This is an optimization exercise on Yosys and OpenROAD, whose aim is small area, not a production implementation.
Only simulation tests tie the RTL to the original design; equivalence was not proved.
No driver is modelled on the clock port, so clocking that relies on it looks cheaper here than on a real chip.
Power is estimated from default activity; no workload was simulated.

Setup of the reference run:
==> flow/design.v <==
package snake_pkg;
    typedef logic [4:0] cx_t;
    typedef logic [3:0] cy_t;
    localparam cx_t LAST_X = 5'd19;
    localparam cy_t LAST_Y = 4'd14;
    localparam cx_t HEAD_X  = 5'd9;    
    localparam cy_t HEAD_Y  = 4'd7;
    localparam cx_t BODY0_X = 5'd8;    
    localparam cy_t BODY0_Y = 4'd7;
    localparam cx_t BODY1_X = 5'd7;    
    localparam cy_t BODY1_Y = 4'd7;
    localparam cx_t FOOD_X  = 5'd13;   
    localparam cy_t FOOD_Y  = 4'd5;
    localparam cx_t CNT_X   = 5'd0;    
    localparam cy_t CNT_Y   = 4'd14;
    localparam int NSEG = 14;          
endpackage
`timescale 1ns/1ps
module snake_head_step (
    input  logic              Clk_Snake,
    input  logic              reset,
    input  logic [2:0]        dir,
    output snake_pkg::cx_t    hx,
    output snake_pkg::cy_t    hy
);
    always_ff @(posedge Clk_Snake or posedge reset) begin
        if (reset) begin
            hx <= snake_pkg::HEAD_X;
            hy <= snake_pkg::HEAD_Y;
        end else begin
            case (dir)
                3'd1: hy <= (hy == 4'd0) ? snake_pkg::LAST_Y : hy - 4'd1;
                3'd2: hy <= (hy == snake_pkg::LAST_Y) ? 4'd0 : hy + 4'd1;
                3'd3: hx <= (hx == 5'd0) ? snake_pkg::LAST_X : hx - 5'd1;
                3'd4: hx <= (hx == snake_pkg::LAST_X) ? 5'd0 : hx + 5'd1;
                default: ;
            endcase
        end
    end
endmodule
`timescale 1ns/1ps
module snake_body_shift (
    input  logic                              Clk_Snake,
    input  logic                              reset,
    input  logic [2:0]                        dir,
    input  snake_pkg::cx_t                    hx,
    input  snake_pkg::cy_t                    hy,
    output logic [snake_pkg::NSEG-1:0][4:0] bx,
    output logic [snake_pkg::NSEG-1:0][3:0] by,
    output logic                              same0
);
    logic shift;
    assign shift = (dir != 3'd0) && (dir != 3'd5);
    always_ff @(posedge Clk_Snake or posedge reset) begin
        if (reset) begin
            bx[0] <= snake_pkg::BODY0_X;
            by[0] <= snake_pkg::BODY0_Y;
            bx[1] <= snake_pkg::BODY1_X;
            by[1] <= snake_pkg::BODY1_Y;
            same0 <= 1'b0;
        end else if (shift) begin
            same0 <= dir[2] && dir[1];    
            bx[0] <= hx;
            by[0] <= hy;
            bx[1] <= bx[0];
            by[1] <= by[0];
        end
    end
    always_ff @(posedge Clk_Snake) begin
        if (shift) begin
            bx[snake_pkg::NSEG-1:2] <= bx[snake_pkg::NSEG-2:1];
            by[snake_pkg::NSEG-1:2] <= by[snake_pkg::NSEG-2:1];
        end
    end
endmodule
`timescale 1ns/1ps
module snake_food_keeper (
    input  logic              Clk_Snake,
    input  logic              reset,
    input  snake_pkg::cx_t    hx,
    input  snake_pkg::cy_t    hy,
    output snake_pkg::cx_t    fx,
    output snake_pkg::cy_t    fy,
    output logic [7:0]        food_count,
    output logic              len_full
);
    snake_pkg::cx_t cx;    
    snake_pkg::cy_t cy;
    logic           eat;
    assign eat = (hx == fx) && (hy == fy);
    always_ff @(posedge Clk_Snake or posedge reset) begin
        if (reset) begin
            cx <= snake_pkg::CNT_X;
            cy <= snake_pkg::CNT_Y;
        end else begin
            cx <= (cx == snake_pkg::LAST_X) ? 5'd0 : cx + 5'd1;
            cy <= (cy == 4'd0) ? snake_pkg::LAST_Y : cy - 4'd1;
        end
    end
    always_ff @(posedge Clk_Snake or posedge reset) begin
        if (reset) begin
            fx         <= snake_pkg::FOOD_X;
            fy         <= snake_pkg::FOOD_Y;
        end else if (eat) begin
            fx         <= cx;
            fy         <= cy;
        end
    end
    always_ff @(posedge Clk_Snake or posedge reset) begin
        if (reset) begin
            food_count <= 8'd0;
            len_full   <= 1'b0;
        end else begin
            food_count <= food_count + {7'd0, eat};
            len_full   <= len_full || (eat && food_count == 8'd11);
        end
    end
endmodule
`timescale 1ns/1ps
module snake_pixel_hit (
    input  logic [9:0]                        sx,
    input  logic [9:0]                        sy,
    input  snake_pkg::cx_t                    hx,
    input  snake_pkg::cy_t                    hy,
    input  logic [snake_pkg::NSEG-1:0][4:0] bx,
    input  logic [snake_pkg::NSEG-1:0][3:0] by,
    input  logic                              same0,
    input  snake_pkg::cx_t                    fx,
    input  snake_pkg::cy_t                    fy,
    input  logic [3:0]                        eaten,       
    input  logic                              len_full,
    output logic                              head_draw,
    output logic                              snake_draw,
    output logic                              collide,
    output logic                              food_draw
);
    logic            in_cell;
    snake_pkg::cx_t  px;
    snake_pkg::cy_t  py;
    logic [snake_pkg::NSEG-1:0] live;    
    logic [snake_pkg::NSEG-1:0] hit;
    logic [snake_pkg::NSEG-1:0] bite;
    assign px     = sx[9:5];
    assign py     = sy[8:5];
    assign in_cell = (sx[4:0] != 5'd0) && (sy[4:0] != 5'd0) && !sy[9];
    function automatic logic seg_on_head(input int i,
                                         input logic [4:0] x, input logic [3:0] y,
                                         input logic [4:0] h_x, input logic [3:0] h_y);
        if (i == 0)
            seg_on_head = same0;
        else if (i == 1)
            seg_on_head = (x[1:0] == h_x[1:0]) && (y[1:0] == h_y[1:0]);
        else if (i == 2)
            seg_on_head = (x[1:0] == h_x[1:0]) && (y[2:0] == h_y[2:0]);
        else if (i <= 5)
            seg_on_head = (x[2:0] == h_x[2:0]) && (x[4] == h_x[4]) && (y[2:0] == h_y[2:0]);
        else if (i == 6)
            seg_on_head = (x[2:0] == h_x[2:0]) && (x[4] == h_x[4]) && (y == h_y);
        else
            seg_on_head = (x == h_x) && (y == h_y);
    endfunction
    always_comb begin
        for (int i = 0; i < snake_pkg::NSEG; i++) begin
            live[i] = (i < 2) || len_full || (i - 1 <= int'(eaten));
            hit[i]  = live[i] && (bx[i] == px) && (by[i] == py);
            bite[i] = live[i] && seg_on_head(i, bx[i], by[i], hx, hy);
        end
    end
    assign head_draw  = in_cell && (hx == px) && (hy == py);
    assign food_draw  = in_cell && (fx == px) && (fy == py);
    assign snake_draw = in_cell && (|hit);
    assign collide    = (len_full || eaten >= 4'd2) && (|bite);    
endmodule
`timescale 1ns/1ps
module snake_game_top (
    input  logic       Clk_Snake,
    input  logic       reset,
    input  logic [9:0] sx,
    input  logic [9:0] sy,
    input  logic [2:0] dir,
    output logic       head_draw,
    output logic       snake_draw,
    output logic       collide,
    output logic       food_draw,
    output logic [7:0] food_count
);
    snake_pkg::cx_t                       hx, fx;
    snake_pkg::cy_t                       hy, fy;
    logic [snake_pkg::NSEG-1:0][4:0] bx;
    logic [snake_pkg::NSEG-1:0][3:0] by;
    logic                                 len_full;
    logic                                 same0;
    snake_head_step u_head_step (
        .Clk_Snake (Clk_Snake),
        .reset     (reset),
        .dir       (dir),
        .hx        (hx),
        .hy        (hy)
    );
    snake_food_keeper u_food_keeper (
        .Clk_Snake  (Clk_Snake),
        .reset      (reset),
        .hx         (hx),
        .hy         (hy),
        .fx         (fx),
        .fy         (fy),
        .food_count (food_count),
        .len_full   (len_full)
    );
    snake_body_shift u_body_shift (
        .Clk_Snake (Clk_Snake),
        .reset     (reset),
        .dir       (dir),
        .hx        (hx),
        .hy        (hy),
        .bx        (bx),
        .by        (by),
        .same0     (same0)
    );
    snake_pixel_hit u_pixel_hit (
        .sx         (sx),
        .sy         (sy),
        .hx         (hx),
        .hy         (hy),
        .bx         (bx),
        .by         (by),
        .same0      (same0),
        .fx         (fx),
        .fy         (fy),
        .eaten      (food_count[3:0]),
        .len_full   (len_full),
        .head_draw  (head_draw),
        .snake_draw (snake_draw),
        .collide    (collide),
        .food_draw  (food_draw)
    );
endmodule
Settings: LEC_CHECK=0, CAP_MARGIN=20, CORE_MARGIN=2, CORE_UTILIZATION=40, SLEW_MARGIN=20; clock period 7.0 ns.
standard.sh (not shown) runs the stock make flow with config.mk's settings and CLKGATE_MAP_FILE= SYNTH_SCRIPT=/design/flow/synth_recipe.tcl, a recipe that flattens the netlist after the stock synthesis.
==> flow/flow/run.sh <==
#!/bin/bash
# Layout with the standard flow, changed in a few places:
#  - port buffers are sky130_fd_sc_hd__buf_2 (the default picks a larger cell),
#  - clock tree synthesis arguments are set here (no dummy loads), and after
#    it flow/post_cts.tcl makes clock buffers smaller where the slew allows,
#  - buffers that timing-driven global placement adds are removed again
#    (flow/post_gpl.tcl); the resize step still repairs slew and load,
#  - synthesis leaves adders to abc (no extract_fa / adder techmap), and its
#    abc mapping runs the area script flow/abc_area.abc (see flow/synth_area.tcl).
# The make run writes its full output to make_finish.log in the work folder.
set -euo pipefail
bash standard.sh \
    "BUFFER_PORTS_ARGS=-buffer_cell sky130_fd_sc_hd__buf_2" \
    "CTS_ARGS=-sink_clustering_enable -repair_clock_nets -dont_use_dummy_load -buf_list sky130_fd_sc_hd__clkbuf_8" \
    "ADDER_MAP_FILE=" \
    "SYNTH_SCRIPT=$PWD/flow/synth_area.tcl" \
    "POST_CTS_TCL=$PWD/flow/post_cts.tcl" \
    "POST_GLOBAL_PLACE_TCL=$PWD/flow/post_gpl.tcl" \
    finish > make_finish.log 2>&1
Other scripts of this flow, unchanged in this note and not shown: flow/flow/abc_area.abc, flow/flow/post_cts.tcl, flow/flow/post_gpl.tcl, flow/flow/synth_area.tcl
Here is what was changed in the inputs of the trial run compared with the reference run.
--- a/flow/design.v
+++ b/flow/design.v
@@ -138,5 +138,5 @@
     snake_pkg::cx_t  px;
     snake_pkg::cy_t  py;
-    logic [snake_pkg::NSEG-1:0] live;    
+    logic [snake_pkg::NSEG-1:0] live;
     logic [snake_pkg::NSEG-1:0] hit;
     logic [snake_pkg::NSEG-1:0] bite;
Comparing the reference run against the trial run, there is no change at all in multi-input combinational area share. Going from the reference run to the trial run, count of buffers from port buffering now sits at about the same level, placeable core region essentially unchanged, wire length after detailed routing flat. Delta (the trial run minus the reference run): sum of internal, switching and leakage power level; number of antenna violations at the first check in global routing held steady; clock power now sits at about the same level; effective utilization at floorplan stayed essentially flat. Reported for the trial run and the reference run, final cell count without fillers turned out identical to the last digit. From the trial run to the reference run, number of unique standard cell types used by synthesis did not move at all. From the reference run to the trial run, highest net fanout along the worst path did not move at all. From the trial run to the reference run, total track usage did not move at all. Comparing the reference run against the trial run, there is no change at all in smallest setup slack after layout. Clock-buffer cell count: the trial run vs the reference run identical.


Setup of v6:
snake_game_top, a different RTL version from the one above (not shown whole).
Size: about 750 cells after synthesis, roughly 170 flip-flops, ~8700 um2 of cells after synthesis.
==> module snake_food_keeper, before the edit <==
module snake_food_keeper (
    input  logic              Clk_Snake,
    input  logic              reset,
    input  snake_pkg::cx_t    hx,
    input  snake_pkg::cy_t    hy,
    output snake_pkg::cx_t    fx,
    output snake_pkg::cy_t    fy,
    output logic [7:0]        food_count,
    output logic [3:0]        len
);
    snake_pkg::cx_t cx;    
    snake_pkg::cy_t cy;
    logic           eat;
    assign eat = (hx == fx) && (hy == fy);
    always_ff @(posedge Clk_Snake or posedge reset) begin
        if (reset) begin
            cx <= snake_pkg::CNT_X;
            cy <= snake_pkg::CNT_Y;
        end else begin
            cx <= (cx == snake_pkg::LAST_X) ? 5'd0 : cx + 5'd1;
            cy <= (cy == 4'd0) ? snake_pkg::LAST_Y : cy - 4'd1;
        end
    end
    always_ff @(posedge Clk_Snake or posedge reset) begin
        if (reset) begin
            fx         <= snake_pkg::FOOD_X;
            fy         <= snake_pkg::FOOD_Y;
            food_count <= 8'd0;
            len        <= 4'd3;
        end else if (eat) begin
            fx         <= cx;
            fy         <= cy;
            food_count <= food_count + 8'd1;
            if (len != 4'd15)
                len <= len + 4'd1;
        end
    end
endmodule
==> module snake_pixel_hit, before the edit <==
module snake_pixel_hit (
    input  logic [9:0]                        sx,
    input  logic [9:0]                        sy,
    input  snake_pkg::cx_t                    hx,
    input  snake_pkg::cy_t                    hy,
    input  logic [snake_pkg::NSEG-1:0][4:0] bx,
    input  logic [snake_pkg::NSEG-1:0][3:0] by,
    input  logic                              same0,
    input  snake_pkg::cx_t                    fx,
    input  snake_pkg::cy_t                    fy,
    input  logic [3:0]                        len,
    output logic                              head_draw,
    output logic                              snake_draw,
    output logic                              collide,
    output logic                              food_draw
);
    logic            in_cell;
    snake_pkg::cx_t  px;
    snake_pkg::cy_t  py;
    logic [snake_pkg::NSEG-1:0] live;    
    logic [snake_pkg::NSEG-1:0] hit;
    logic [snake_pkg::NSEG-1:0] bite;
    assign px     = sx[9:5];
    assign py     = sy[8:5];
    assign in_cell = (sx[4:0] != 5'd0) && (sy[4:0] != 5'd0) && !sy[9];
    always_comb begin
        for (int i = 0; i < snake_pkg::NSEG; i++) begin
            live[i] = (i < 2) || (i + 2 <= int'(len));
            hit[i]  = live[i] && (bx[i] == px) && (by[i] == py);
            if (i == 0)
                bite[i] = same0;
            else
                bite[i] = live[i] && (bx[i] == hx) && (by[i] == hy);
        end
    end
    assign head_draw  = in_cell && (hx == px) && (hy == py);
    assign food_draw  = in_cell && (fx == px) && (fy == py);
    assign snake_draw = in_cell && (|hit);
    assign collide    = (len >= 4'd5) && (|bite);
endmodule
==> module snake_game_top, before the edit <==
module snake_game_top (
    input  logic       Clk_Snake,
    input  logic       reset,
    input  logic [9:0] sx,
    input  logic [9:0] sy,
    input  logic [2:0] dir,
    output logic       head_draw,
    output logic       snake_draw,
    output logic       collide,
    output logic       food_draw,
    output logic [7:0] food_count
);
    snake_pkg::cx_t                       hx, fx;
    snake_pkg::cy_t                       hy, fy;
    logic [snake_pkg::NSEG-1:0][4:0] bx;
    logic [snake_pkg::NSEG-1:0][3:0] by;
    logic [3:0]                           len;
    logic                                 same0;
    snake_head_step u_head_step (
        .Clk_Snake (Clk_Snake),
        .reset     (reset),
        .dir       (dir),
        .hx        (hx),
        .hy        (hy)
    );
    snake_food_keeper u_food_keeper (
        .Clk_Snake  (Clk_Snake),
        .reset      (reset),
        .hx         (hx),
        .hy         (hy),
        .fx         (fx),
        .fy         (fy),
        .food_count (food_count),
        .len        (len)
    );
    snake_body_shift u_body_shift (
        .Clk_Snake (Clk_Snake),
        .reset     (reset),
        .dir       (dir),
        .hx        (hx),
        .hy        (hy),
        .bx        (bx),
        .by        (by),
        .same0     (same0)
    );
    snake_pixel_hit u_pixel_hit (
        .sx         (sx),
        .sy         (sy),
        .hx         (hx),
        .hy         (hy),
        .bx         (bx),
        .by         (by),
        .same0      (same0),
        .fx         (fx),
        .fy         (fy),
        .len        (len),
        .head_draw  (head_draw),
        .snake_draw (snake_draw),
        .collide    (collide),
        .food_draw  (food_draw)
    );
endmodule
clock: 7.0 ns
lec_check: 0
cap_margin: 0
core_margin: 2
core_utilization: 40
slew_margin: 0
==> flow/flow/run.sh <==
#!/bin/bash
# Layout with the standard flow, changed in a few places:
#  - port buffers are sky130_fd_sc_hd__buf_1 (the default picks a larger cell),
#  - clock tree synthesis arguments are set here (no dummy loads),
#  - synthesis leaves adders to abc (no extract_fa / adder techmap), and its
#    abc mapping runs the area script flow/abc_area.abc (see flow/synth_area.tcl).
# The make run writes its full output to make_finish.log in the work folder.
set -euo pipefail
bash standard.sh \
    "BUFFER_PORTS_ARGS=-buffer_cell sky130_fd_sc_hd__buf_1" \
    "CTS_ARGS=-sink_clustering_enable -repair_clock_nets -dont_use_dummy_load -buf_list sky130_fd_sc_hd__clkbuf_8" \
    "ADDER_MAP_FILE=" \
    "SYNTH_SCRIPT=$PWD/flow/synth_area.tcl" \
    finish > make_finish.log 2>&1
==> flow/flow/abc_area.abc <==
strash
dc2
dch -f
map -a
strash
dc2
dch -f
map -a
&get -n
&st
&dch -f
&nf -a -R 1000
&put
==> flow/flow/synth_area.tcl <==
# The standard flow's synthesis script (synth_recipe.tcl), with one change: the abc
# technology mapping runs the area-oriented script abc_area.abc, which sits
# beside this file, instead of ORFS's abc_speed.script.
proc synth {args} { yosys synth -nofsm -noshare {*}$args }
proc abc {args} {
    set i [lsearch -exact $args -script]
    if { $i >= 0 } {
        lset args [expr { $i + 1 }] [file join [file dirname $::env(SYNTH_SCRIPT)] abc_area.abc]
    }
    yosys abc {*}$args
}
source $::env(SCRIPTS_DIR)/synth.tcl
# left out here: clear keep_hierarchy, flatten, clean up, hide names made inside functions, write 1_2_yosys.v
--- input diff v6..v7 ---
==> flow/design.v, changed modules only <==
module snake_food_keeper (
    input  logic              Clk_Snake,
    input  logic              reset,
    input  snake_pkg::cx_t    hx,
    input  snake_pkg::cy_t    hy,
    output snake_pkg::cx_t    fx,
    output snake_pkg::cy_t    fy,
    output logic [7:0]        food_count,
    output logic              len_full
);
    snake_pkg::cx_t cx;    
    snake_pkg::cy_t cy;
    logic           eat;
    assign eat = (hx == fx) && (hy == fy);
    always_ff @(posedge Clk_Snake or posedge reset) begin
        if (reset) begin
            cx <= snake_pkg::CNT_X;
            cy <= snake_pkg::CNT_Y;
        end else begin
            cx <= (cx == snake_pkg::LAST_X) ? 5'd0 : cx + 5'd1;
            cy <= (cy == 4'd0) ? snake_pkg::LAST_Y : cy - 4'd1;
        end
    end
    always_ff @(posedge Clk_Snake or posedge reset) begin
        if (reset) begin
            fx         <= snake_pkg::FOOD_X;
            fy         <= snake_pkg::FOOD_Y;
            food_count <= 8'd0;
            len_full   <= 1'b0;
        end else if (eat) begin
            fx         <= cx;
            fy         <= cy;
            food_count <= food_count + 8'd1;
            if (food_count == 8'd11)
                len_full <= 1'b1;
        end
    end
endmodule
module snake_pixel_hit (
    input  logic [9:0]                        sx,
    input  logic [9:0]                        sy,
    input  snake_pkg::cx_t                    hx,
    input  snake_pkg::cy_t                    hy,
    input  logic [snake_pkg::NSEG-1:0][4:0] bx,
    input  logic [snake_pkg::NSEG-1:0][3:0] by,
    input  logic                              same0,
    input  snake_pkg::cx_t                    fx,
    input  snake_pkg::cy_t                    fy,
    input  logic [3:0]                        eaten,       
    input  logic                              len_full,
    output logic                              head_draw,
    output logic                              snake_draw,
    output logic                              collide,
    output logic                              food_draw
);
    logic            in_cell;
    snake_pkg::cx_t  px;
    snake_pkg::cy_t  py;
    logic [snake_pkg::NSEG-1:0] live;    
    logic [snake_pkg::NSEG-1:0] hit;
    logic [snake_pkg::NSEG-1:0] bite;
    assign px     = sx[9:5];
    assign py     = sy[8:5];
    assign in_cell = (sx[4:0] != 5'd0) && (sy[4:0] != 5'd0) && !sy[9];
    always_comb begin
        for (int i = 0; i < snake_pkg::NSEG; i++) begin
            live[i] = (i < 2) || len_full || (i - 1 <= int'(eaten));
            hit[i]  = live[i] && (bx[i] == px) && (by[i] == py);
            if (i == 0)
                bite[i] = same0;
            else
                bite[i] = live[i] && (bx[i] == hx) && (by[i] == hy);
        end
    end
    assign head_draw  = in_cell && (hx == px) && (hy == py);
    assign food_draw  = in_cell && (fx == px) && (fy == py);
    assign snake_draw = in_cell && (|hit);
    assign collide    = (len_full || eaten >= 4'd2) && (|bite);    
endmodule
module snake_game_top (
    input  logic       Clk_Snake,
    input  logic       reset,
    input  logic [9:0] sx,
    input  logic [9:0] sy,
    input  logic [2:0] dir,
    output logic       head_draw,
    output logic       snake_draw,
    output logic       collide,
    output logic       food_draw,
    output logic [7:0] food_count
);
    snake_pkg::cx_t                       hx, fx;
    snake_pkg::cy_t                       hy, fy;
    logic [snake_pkg::NSEG-1:0][4:0] bx;
    logic [snake_pkg::NSEG-1:0][3:0] by;
    logic                                 len_full;
    logic                                 same0;
    snake_head_step u_head_step (
        .Clk_Snake (Clk_Snake),
        .reset     (reset),
        .dir       (dir),
        .hx        (hx),
        .hy        (hy)
    );
    snake_food_keeper u_food_keeper (
        .Clk_Snake  (Clk_Snake),
        .reset      (reset),
        .hx         (hx),
        .hy         (hy),
        .fx         (fx),
        .fy         (fy),
        .food_count (food_count),
        .len_full   (len_full)
    );
    snake_body_shift u_body_shift (
        .Clk_Snake (Clk_Snake),
        .reset     (reset),
        .dir       (dir),
        .hx        (hx),
        .hy        (hy),
        .bx        (bx),
        .by        (by),
        .same0     (same0)
    );
    snake_pixel_hit u_pixel_hit (
        .sx         (sx),
        .sy         (sy),
        .hx         (hx),
        .hy         (hy),
        .bx         (bx),
        .by         (by),
        .same0      (same0),
        .fx         (fx),
        .fy         (fy),
        .eaten      (food_count[3:0]),
        .len_full   (len_full),
        .head_draw  (head_draw),
        .snake_draw (snake_draw),
        .collide    (collide),
        .food_draw  (food_draw)
    );
endmodule
Notes after the runs:
- Run comparison: v7 launching element of the worst setup path u_head_step.hy[1]; v6 launching element of the worst setup path u_head_step.hx[0]
- v7 ended up with a lower total combinational power than v6 did.
- Switching portion of total power: v7 vs v6 down 0.73 points
- On standard cell core area, v7 does better than v6.
- Number of hold-slack violations in the final timing report came out exactly the same in v7 and v6.
- v7 ends up with a post-layout instance count excluding filler cells that is 13 higher than in v6.
- Number of nets in the synthesized netlist went up slightly going from v6 to v7.
- Post-placement setup slack | v7 above v6
- Summary — proportion of register bits with asynchronous set or reset after synthesis, v7 relative to v6: lower, by 1.2 points.

==> afterwards: timing with drivers on the ports <==
Ports are ideal in the flow. The routed layouts listed here were re-timed in OpenROAD.
Step 1: set_driving_cell puts a clkbuf_16 on Clk_Snake and a buf_2 on each other input, an assumption about the parent block.
Step 2 moves the port delays by t, midway between the first and last clock arrival at a register: inputs arrive t later, outputs are due t later. That takes back most of the time a late clock gives input paths.
a / b / c = no drivers / after step 1 / after step 2; a / b = the first two.
run	t (ns)	setup WS [ns]	cell pins on the clock port's net
the reference run	0.637	1.150 / 1.111 / 1.584	1
the trial run	0.637	1.150 / 1.111 / 1.584	1
v6	0.495	1.479 / 1.437 / 1.576	1
v7	0.496	1.590 / 1.549 / 1.824	1
After both steps every run listed still meets setup and hold.
